Source: an optimization exercise on an open RTL-to-GDS flow (aim: small area, a short achievable clock period and few clock cycles per item). Production flows keep margins and buffers that such runs may drop. Only simulation tests tie the RTL to the original design; equivalence was not proved. Power and IR drop assume default switching activity.

Setup of job 2910:
Design circular_deque, start of the top module:
module circular_deque #(
  parameter int DEPTH = 16
) (
  input  logic                           clk,
  input  logic                           rst,
  input  logic                           in_valid,
  output logic                           in_stall,
  input  dq_pkg::in_item_t               in_data,
  output logic                           out_valid,
  input  logic                           out_stall,
  output dq_pkg::out_item_t              out_data,
  input  logic                           cfg_write,
  input  logic [dq_pkg::CFG_INDEX_W-1:0] cfg_index,
  input  logic [dq_pkg::CFG_DATA_W-1:0]  cfg_data
);
  dq_pkg::ctrl_cmd_t cmd;
  dq_ctrl u_ctrl (
    .clk       (clk),
    .rst       (rst),
    .in_valid  (in_valid),
    .in_stall  (in_stall),
    .out_valid (out_valid),
    .out_stall (out_stall),
    .cmd       (cmd)
  );
  dq_datapath u_datapath (
    .clk       (clk),
    .rst       (rst),
    .cmd       (cmd),
  ...
Size: roughly 1,300 cells after synthesis, about 610 flip-flops, roughly 84 I/O pins, about 22,000 µm² of cells after synthesis.
export LEC_CHECK = 0
export CAP_MARGIN = 20
export CORE_MARGIN = 2
export CORE_UTILIZATION = 65
export CTS_CLUSTER_DIAMETER = 80
export CTS_CLUSTER_SIZE = 30
export GPL_TIMING_DRIVEN = 0
export PLACE_DENSITY = 0.8
export SETUP_SLACK_MARGIN = 2.4
export SLEW_MARGIN = 20
create_clock -name core_clock -period 4.5 [get_ports {clk}]
run.sh (not shown) runs the stock make flow with config.mk's settings and CLKGATE_MAP_FILE= SYNTH_SCRIPT=/design/flow/synth_recipe.tcl, a recipe that flattens the netlist after the stock synthesis.
Testbench counts of job 2910, summed over its fixed seeds: cycles 19,264, items 19,200.
Edits applied to the flow inputs when going from job 2910 to job 6587:
Settings: a deleted PLACE_DENSITY that had been 0.8; a deleted GPL_TIMING_DRIVEN that had been 0.
- Re setup slack: job 6587 is 0.040 ns up on job 2910.
- Diff job 6587..job 2910 | flip-flop and latch count | unchanged
- Min sequential group share of total power across job 6587 and job 2910: job 6587
- On clock buffer count, the higher figure sits with job 2910, not job 6587.
- Comparing job 6587 and job 2910, the higher first-pass GRT wire length was measured on job 2910.
- Critical path depth (lower): job 6587
Relative to job 6587, the following input files were edited for job 1761:
Settings: a change of CORE_UTILIZATION from 65 to 55; a change of SETUP_SLACK_MARGIN from 2.4 to 2.3.
- Against job 6587, the final cell area of job 1761 is higher.
- Changes observed in job 1761 relative to job 6587: routed length on met3 saw a decrease, power spent charging and discharging nets has increased, non-clock buffer count up 2.9%.
- Horizontal die dimension up 8.5% in job 1761 wrt job 6587
- On area growth from synthesis to final layout: between job 6587 and job 1761, it ends up lower for job 6587.
The inputs of job 5990 differ from those of job 1761 as listed below.
Settings: CORE_UTILIZATION now 65, was 55; SETUP_SLACK_MARGIN now 2.5, was 2.3; PLACE_DENSITY now 0.8, previously not set.
Job 1761 → job 5990: core box area moved down; count of fill cells added during filler insertion decreased 910; sum of internal, switching and leakage power saw a decrease; register-to-register slack climbed 0.21 ns; post-placement cell count shrank by 82.
Against job 1761, job 5990 comes in 0.65 points lower on data-path buffer share of cell area in the final layout.
On job 5990: final clock period utilization by the worst path is 2.5 points lower than what job 1761 gave.
Job 5990 went all the way through synthesis, placement and routing and the layout is clean on timing, DRC and antenna.
Sort job 1761 and job 5990 by shortest clock period the worst path allows after layout asc -> top: job 5990
Between job 1761 and job 5990, depth of the critical timing path with buffers and inverters included is higher for job 1761, job 5990 comes in under that.
| area of all placed cells without fillers | job 5990 vs job 1761 | about 1.3% lower |
Edits applied to the flow inputs when going from job 5990 to job 7710:
Settings: swapping 0.8 for 0.9 in PLACE_DENSITY; swapping 65 for 70 in CORE_UTILIZATION; swapping 2.5 for 2.4 in SETUP_SLACK_MARGIN.
Findings:
- Job 7710 reports its worst setup path endpoint as u_datapath.out_data[9] while job 5990 reports out_data[29].
- Total number of nets in the final design ends up higher on job 5990.
- Between job 5990 and job 7710, overall power consumption is higher for job 5990, job 7710 comes in under that.
- Final cell count: job 7710 vs job 5990 down about 2.7%
- Routed length on met3 went up by more than 10% going from job 5990 to job 7710.
- Job 7710 packs its core more tightly than job 5990.
- On half-perimeter wire length of the detailed placement result: between job 5990 and job 7710, it ends up lower for job 5990.
Here is what was changed in the inputs of job 1976 compared with job 7710.
Settings: PLACE_DENSITY: 0.9 -> 0.8; CORE_UTILIZATION: 70 -> 65.
Results
Looking at worst hold slack across all endpoints across job 1976 and job 7710, the one that comes out higher is job 7710. Of job 1976 and job 7710, it is job 1976 that has the higher met1 wire length. Against job 7710, job 1976 comes in 0.36 points higher on share of final-layout standard cells stronger than drive strength 1. As far as sequential portion of the cell area is concerned, job 7710 and job 1976 perform about the same.

## separate check: timing with driven ports
No port has a modelled driver above. Below, the same layouts with a new extraction and two added sets of constraints.
Step 1 assumes that a clkbuf_16 drives the clock port and a buf_2 every other input.
Step 2 moves the port delays by t, midway between the first and last clock arrival at a register: inputs arrive t later, outputs are due t later. That takes back most of the time a late clock gives input paths.
Three values: ideal ports, drivers, drivers and shift; two values: the first two.
| run | shift t [ns] | setup WS [ns] | worst data-port slew with drivers (ns) |
|---|---|---|---|
| job 2910 | 0.625 | 2.368 / 2.322 / 1.848 | 0.09 |
| job 6587 | 0.631 | 2.408 / 2.388 / 1.863 | 0.10 |
| job 1761 | 0.654 | 2.273 / 2.251 / 1.797 | 0.04 |
| job 5990 | 0.616 | 2.385 / 2.329 / 1.923 | 0.10 |
| job 7710 | 0.623 | 2.349 / 2.339 / 1.851 | 0.09 |
| job 1976 | 0.625 | 2.390 / 2.349 / 1.874 | 0.08 |
After both steps every run listed still meets setup and hold. For job 6587, which loses most, drivers alone change the setup slack by -0.020 ns; drivers and shift together by -0.545 ns.
